From an optimization exercise on the open Yosys and OpenROAD flow, aimed at small area, a short achievable clock period and few clock cycles; shortcuts taken in it are not production practice.
Function was checked by simulation only, so behaviour that the tests miss may differ from the original.
Power is estimated from default activity; no workload was simulated.

==> flow/design.v <==
package lsu_pkg;
  localparam int WORD_W = 64;
  localparam int WORDS_PER_BEAT = 8;
  localparam int BEAT_W = WORD_W * WORDS_PER_BEAT;
  localparam int NUM_BANKS = 4;
  typedef logic [WORD_W-1:0] word_t;
  typedef logic [BEAT_W-1:0] beat_t;
  typedef logic [$clog2(NUM_BANKS)-1:0] bank_sel_t;
  typedef enum logic [1:0] {
    MODE_IDLE  = 2'd0,
    MODE_STORE = 2'd1,
    MODE_LOAD  = 2'd2
  } lsu_mode_t;
endpackage
import lsu_pkg::*;
module lsu_top (
  input  logic                        clk,
  input  logic                        rst_n,
  input  logic                        start,
  input  logic [1:0]                  mode,
  input  logic [31:0]                 len,
  input  logic [31:0]                 block_factor,
  input  logic [31:0]                 addr_offset,
  output logic                        done,
  input  logic [BEAT_W-1:0]           in_data,
  input  logic                        in_valid,
  output logic                        in_ready,
  output logic [BEAT_W-1:0]           out_data,
  output logic                        out_valid,
  input  logic                        out_ready,
  output logic [NUM_BANKS*12-1:0]     bank_addr,
  output logic [NUM_BANKS*WORD_W-1:0] bank_d,
  output logic [NUM_BANKS-1:0]        bank_ce,
  output logic [NUM_BANKS-1:0]        bank_we,
  input  logic [NUM_BANKS*WORD_W-1:0] bank_q
);
  logic        st_run;
  logic        ld_run;
  logic        we_q;       
  logic        done_q;
  logic [11:0] nb_q;       
  logic [11:0] rem;        
  logic [11:0] addr_inc;
  logic [1:0]  bank;
  logic [11:0] addr;
  logic [7:0]  kh;         
  logic [11:0] beats;      
  logic        act;        
  logic        lastb;      
  logic        blk_end;    
  logic        bf_is1;
  logic        use_nb;     
  logic [11:0] sn_rem;
  logic        sn_blk_end;
  logic        sn_use_nb;
  logic [1:0]  sn_bank;
  logic [11:0] sn_addr;
  logic [3:0]  ce_q;
  logic [11:0] addr_q;
  logic [63:0] d_q;
  logic        rv1, rv2, rv3;
  logic        lw1, lw2, lw3;
  logic [3:0]  oh2, oh3;
  logic        hold;
  logic        sq_q;       
  logic        rdy_q;
  logic [BEAT_W-1:0] obuf;
  logic [2:0]  wk;
  logic [7:0]  wen;        
  logic        full;
  logic        o_last;
  logic        last_word;
  logic        st_step;
  logic        squash;
  logic        ld_issue;
  logic        step;
  logic        accept;
  logic [63:0] rd_word;
  logic [63:0] st_word;
  assign last_word = lastb && kh[7];
  assign st_step  = st_run && in_valid && act;
  assign squash   = rv3 && full && !out_ready;
  assign ld_issue = ld_run && act && !hold && !sq_q;
  assign step     = st_step || ld_issue;
  assign accept   = rv3 && (!full || out_ready);
  assign in_ready  = rdy_q;
  assign done      = done_q;
  assign out_valid = full;
  assign out_data  = obuf;
  assign bank_ce   = ce_q;
  assign bank_we   = {NUM_BANKS{we_q}};
  assign bank_addr = {NUM_BANKS{addr_q}};
  assign bank_d    = {NUM_BANKS{d_q}};
  always_ff @(posedge clk) begin
    if (!rst_n) begin
      st_run <= 1'b0;
      ld_run <= 1'b0;
      done_q <= 1'b0;
    end else begin
      done_q <= (st_step && last_word) || (ld_run && full && out_ready && o_last);
      if (start) begin
        st_run <= (mode == 2'd1);
        ld_run <= (mode == 2'd2);
      end else begin
        if (st_step && last_word) st_run <= 1'b0;
        if (full && out_ready && o_last) ld_run <= 1'b0;
      end
    end
  end
  always_ff @(posedge clk) begin
    we_q <= st_run;
  end
  assign addr_inc = use_nb ? nb_q : 12'd1;
  always_ff @(posedge clk) begin
    if (start) begin
      nb_q  <= 12'd1 - block_factor[11:0];
      rem   <= 12'd1 - block_factor[11:0];
      bf_is1  <= (block_factor[11:0] == 12'd1);
      blk_end <= (block_factor[11:0] == 12'd1);
      use_nb  <= (block_factor[11:0] == 12'd1);
      act   <= 1'b1;
      lastb <= (len[14:3] == 12'd1);
      bank  <= 2'd0;
      addr  <= addr_offset[11:0];
      kh    <= 8'd1;
      beats <= len[14:3];
    end else if (sq_q) begin
      rem   <= sn_rem;
      blk_end <= sn_blk_end;
      use_nb  <= sn_use_nb;
      bank  <= sn_bank;
      addr  <= sn_addr;
      kh    <= 8'd1;
    end else if (step) begin
      kh <= {kh[6:0], kh[7]};
      if (kh[7]) begin
        beats <= beats - 12'd1;
        lastb <= (beats == 12'd2);
        act   <= !lastb;
      end
      addr <= addr + addr_inc;
      if (blk_end) begin
        rem  <= nb_q;
        blk_end <= bf_is1;
        use_nb  <= bf_is1 && (bank != 2'd2);
        bank <= bank + 2'd1;
      end else begin
        rem  <= rem + 12'd1;
        blk_end <= (rem == 12'hfff);
        use_nb  <= (rem == 12'hfff) && (bank != 2'd3);
      end
    end
  end
  always_ff @(posedge clk) begin
    if (ld_issue && kh[0]) begin
      sn_rem  <= rem;
      sn_blk_end <= blk_end;
      sn_use_nb  <= use_nb;
      sn_bank <= bank;
      sn_addr <= addr;
    end
  end
  always_ff @(posedge clk) begin
    if (!rst_n) begin
      ce_q <= 4'd0;
    end else begin
      ce_q <= step ? (4'd1 << bank) : 4'd0;
    end
  end
  always_ff @(posedge clk) begin
    addr_q <= addr;
  end
  always_comb begin
    st_word = '0;
    for (int s = 0; s < WORDS_PER_BEAT; s++) begin
      st_word = st_word | (in_data[64*s +: 64] & {64{kh[s]}});
    end
  end
  always_ff @(posedge clk) begin
    d_q <= st_word;
  end
  always_ff @(posedge clk) begin
    if (!rst_n) begin
      rv1  <= 1'b0;
      rv2  <= 1'b0;
      rv3  <= 1'b0;
      hold <= 1'b0;
      sq_q <= 1'b0;
    end else begin
      sq_q <= squash;
      rv1  <= ld_issue && !squash;
      rv2  <= rv1 && !squash;
      rv3  <= rv2 && !squash;
      hold <= squash || (hold && !(full && out_ready));
    end
  end
  always_ff @(posedge clk) begin
    if (!rst_n || start) begin
      rdy_q <= 1'b0;
    end else if (st_step) begin
      rdy_q <= kh[6];
    end
  end
  always_ff @(posedge clk) begin
    lw1 <= last_word;
    lw2 <= lw1;
    lw3 <= lw2;
    oh2 <= ce_q;
    oh3 <= oh2;
  end
  always_comb begin
    rd_word = '0;
    for (int b = 0; b < NUM_BANKS; b++) begin
      rd_word = rd_word | (bank_q[64*b +: 64] & {64{oh3[b]}});
    end
  end
  always_ff @(posedge clk) begin
    if (!rst_n) begin
      full <= 1'b0;
    end else begin
      if (accept && wk == 3'd7) begin
        full <= 1'b1;
      end else if (full && out_ready) begin
        full <= 1'b0;
      end
    end
  end
  always_ff @(posedge clk) begin
    if (!rst_n) begin
      wen <= 8'd0;
    end else begin
      wen <= (rv2 && !squash) ? (8'd1 << (accept ? wk + 3'd1 : wk)) : 8'd0;
    end
  end
  always_ff @(posedge clk) begin
    if (start) begin
      wk <= 3'd0;
    end else if (accept) begin
      wk <= wk + 3'd1;
    end
    if (accept && wk == 3'd7) o_last <= lw3;
  end
  always_ff @(posedge clk) begin
    if (wen[0] && (!full || out_ready)) obuf[63:0] <= rd_word;
    for (int s = 1; s < WORDS_PER_BEAT; s++) begin
      if (wen[s]) obuf[64*s +: 64] <= rd_word;
    end
  end
endmodule
clock: 5.5 ns
lec_check: 0
cap_margin: 20
core_area: 5 5 615 615
cts_cluster_diameter: 100
cts_cluster_size: 20
die_area: 0 0 620 620
setup_slack_margin: 3.0
slew_margin: 20
standard.sh (not shown) runs the stock make flow with config.mk's settings and CLKGATE_MAP_FILE= SYNTH_SCRIPT=/design/flow/synth_recipe.tcl, a recipe that flattens the netlist after the stock synthesis.
==> flow/flow/run.sh <==
#!/bin/bash
# Standard ORFS layout, with two changes to how it is made:
# - the port buffers use the smallest buffer cell;
# - the pins of one bit slice (bit i of every in_data word, bank_q word,
#   out_data word and bank_d word) are placed next to each other, as are the
#   four bank_addr pins of one address bit and the four bank_we pins, so the
#   logic of a slice sits together at the edge.
set -euo pipefail
export BUFFER_PORTS_ARGS="-buffer_cell sky130_fd_sc_hd__buf_1"
args=""
for i in $(seq 0 63); do
  g=""
  for s in $(seq 0 7); do g+=" in_data[$((64*s+i))]"; done
  for b in $(seq 0 3); do g+=" bank_q[$((64*b+i))]"; done
  for s in $(seq 0 7); do g+=" out_data[$((64*s+i))]"; done
  for b in $(seq 0 3); do g+=" bank_d[$((64*b+i))]"; done
  args+=" -group_pins {${g# }}"
done
for i in $(seq 0 11); do
  args+=" -group_pins {bank_addr[$i] bank_addr[$((12+i))] bank_addr[$((24+i))] bank_addr[$((36+i))]}"
done
args+=" -group_pins {bank_we[0] bank_we[1] bank_we[2] bank_we[3]}"
export PLACE_PINS_ARGS="$args"
bash standard.sh > standard_flow.log 2>&1
The baseline finished clean.
Testbench counts at the start, summed over its fixed seeds: cycles 26,420.
Then changed:
==> flow/flow/run.sh (replaced) <==
#!/bin/bash
# Standard ORFS layout; the port buffers use the smallest buffer cell.
set -euo pipefail
export BUFFER_PORTS_ARGS="-buffer_cell sky130_fd_sc_hd__buf_1"
bash standard.sh > standard_flow.log 2>&1
Settings changed: SETUP_SLACK_MARGIN 3.0 to 3.1.
- The new run produced a clean layout
- die area does not change
- hold slack gets worse by 0.010 ns
- final area came out higher by 9.9%
- via count goes up by 14%
- worst setup slack gets worse by 0.046 ns
- register-to-register slack got worse by 0.07 ns
- utilization rises by 1.1 points
Then changed:
==> flow/flow/run.sh (replaced) <==
#!/bin/bash
# Standard ORFS layout, with two changes to how it is made:
# - the port buffers use the smallest buffer cell;
# - the pins of one bit slice (bit i of every in_data word, bank_q word,
#   out_data word and bank_d word) are placed next to each other, as are the
#   four bank_addr pins of one address bit and the four bank_we pins, so the
#   logic of a slice sits together at the edge.
set -euo pipefail
export BUFFER_PORTS_ARGS="-buffer_cell sky130_fd_sc_hd__buf_1"
args=""
for i in $(seq 0 63); do
  g=""
  for s in $(seq 0 7); do g+=" in_data[$((64*s+i))]"; done
  for b in $(seq 0 3); do g+=" bank_q[$((64*b+i))]"; done
  for s in $(seq 0 7); do g+=" out_data[$((64*s+i))]"; done
  for b in $(seq 0 3); do g+=" bank_d[$((64*b+i))]"; done
  args+=" -group_pins {${g# }}"
done
for i in $(seq 0 11); do
  args+=" -group_pins {bank_addr[$i] bank_addr[$((12+i))] bank_addr[$((24+i))] bank_addr[$((36+i))]}"
done
args+=" -group_pins {bank_we[0] bank_we[1] bank_we[2] bank_we[3]}"
export PLACE_PINS_ARGS="$args"
bash standard.sh > standard_flow.log 2>&1
Settings changed: CTS_CLUSTER_DIAMETER 100 to unset, CTS_CLUSTER_SIZE 20 to unset, SETUP_SLACK_MARGIN 3.1 to 3.0.
The changed run went through all stages and came out clean.
Core utilization shrinks by 0.61 points.
Synthesized area is unchanged.
Wire length is lower by 50%.
Total power is higher by 3.8%.
Hold slack improved by 0.0081 ns.
Worst setup slack got worse by 0.0042 ns.
First-iteration DRC count shrinks by 26%.
Register-to-register slack gains 0.06 ns.
Then changed:
==> flow/flow/run.sh (replaced) <==
#!/bin/bash
# Standard ORFS layout, with two changes to how it is made:
# - the port buffers use the smallest buffer cell;
# - the four bank_d / bank_addr / bank_we pins that one register drives are
#   placed next to each other, so that register drives short wires.
set -euo pipefail
export BUFFER_PORTS_ARGS="-buffer_cell sky130_fd_sc_hd__buf_1"
args=""
for i in $(seq 0 63); do
  args+=" -group_pins {bank_d[$i] bank_d[$((64+i))] bank_d[$((128+i))] bank_d[$((192+i))]}"
done
for i in $(seq 0 11); do
  args+=" -group_pins {bank_addr[$i] bank_addr[$((12+i))] bank_addr[$((24+i))] bank_addr[$((36+i))]}"
done
args+=" -group_pins {bank_we[0] bank_we[1] bank_we[2] bank_we[3]}"
export PLACE_PINS_ARGS="$args"
bash standard.sh > standard_flow.log 2>&1
Settings changed: CTS_CLUSTER_DIAMETER set to 100, CTS_CLUSTER_SIZE set to 20.
Maximum frequency is lower by about 0.9%.
Count of clock-buffer cells in the layout went down by 42.
Flip-flop and latch count is unchanged.
Worst setup slack gets worse by 0.022 ns.
Clock skew went down by 0.035 ns.
Synthesized area is unchanged.
Via count rises by 8.2%.
Non-clock buffer count went up by 21.
Then changed:
==> flow/flow/run.sh (replaced) <==
#!/bin/bash
# Standard ORFS layout, with two changes to how it is made:
# - the port buffers use the smallest buffer cell;
# - the pins of one bit slice (bit i of every in_data word, bank_q word,
#   out_data word and bank_d word) are placed next to each other, and the
#   control pins (bank addresses and enables, transfer parameters, handshakes)
#   form one more group, so the logic behind each group sits together.
set -euo pipefail
export BUFFER_PORTS_ARGS="-buffer_cell sky130_fd_sc_hd__buf_1"
args=""
for i in $(seq 0 63); do
  g=""
  for s in $(seq 0 7); do g+=" in_data[$((64*s+i))]"; done
  for b in $(seq 0 3); do g+=" bank_q[$((64*b+i))]"; done
  for s in $(seq 0 7); do g+=" out_data[$((64*s+i))]"; done
  for b in $(seq 0 3); do g+=" bank_d[$((64*b+i))]"; done
  args+=" -group_pins {${g# }}"
done
g=""
for i in $(seq 0 11); do
  for b in $(seq 0 3); do g+=" bank_addr[$((12*b+i))]"; done
done
for b in $(seq 0 3); do g+=" bank_ce[$b] bank_we[$b]"; done
g+=" start mode[0] mode[1] in_valid in_ready out_valid out_ready done"
for i in $(seq 3 14); do g+=" len[$i]"; done
for i in $(seq 0 11); do g+=" block_factor[$i] addr_offset[$i]"; done
args+=" -group_pins {${g# }}"
export PLACE_PINS_ARGS="$args"
bash standard.sh > standard_flow.log 2>&1
Outcome: Die area stays the same; cell area went down by 5.0%; wire length drops by 53%.

## port drivers added, routing unchanged
In the flow no input, the clock included, has a driving cell. The finished layouts below were timed again as built, in two steps. Step 1: set_driving_cell puts a clkbuf_16 on clk and a buf_2 on each other input, an assumption about the parent block. Step 2 moves the port delays by t, midway between the first and last clock arrival at a register: inputs arrive t later, outputs are due t later. That takes back most of the time a late clock gives input paths. Three values: ideal ports, drivers, drivers and shift; two values: the first two.
| run | t, ns | slack for setup (ns) | worst setup path at the end | worst register clock-pin slew, ns | pins driven straight from the clock port |
|---|---|---|---|---|---|
| the first run | 0.803 | 3.022 / 2.929 / 2.510 | input to register | 0.09 / 0.09 | 1 |
| the second run | 0.841 | 2.976 / 2.894 / 2.454 | input to register | 0.09 / 0.09 | 1 |
| the third run | 0.867 | 2.971 / 2.878 / 2.537 | input to register | 0.08 / 0.08 | 1 |
| the fourth run | 0.815 | 2.950 / 2.884 / 2.335 | input to register | 0.10 / 0.10 | 1 |
| the fifth run | 0.785 | 2.997 / 2.997 / 2.404 | input to register | 0.09 / 0.09 | 1 |
After both steps every run listed still meets setup and hold. The setup slack of the fourth run, which loses most, moves by -0.066 ns with the drivers and by -0.615 ns with both steps.
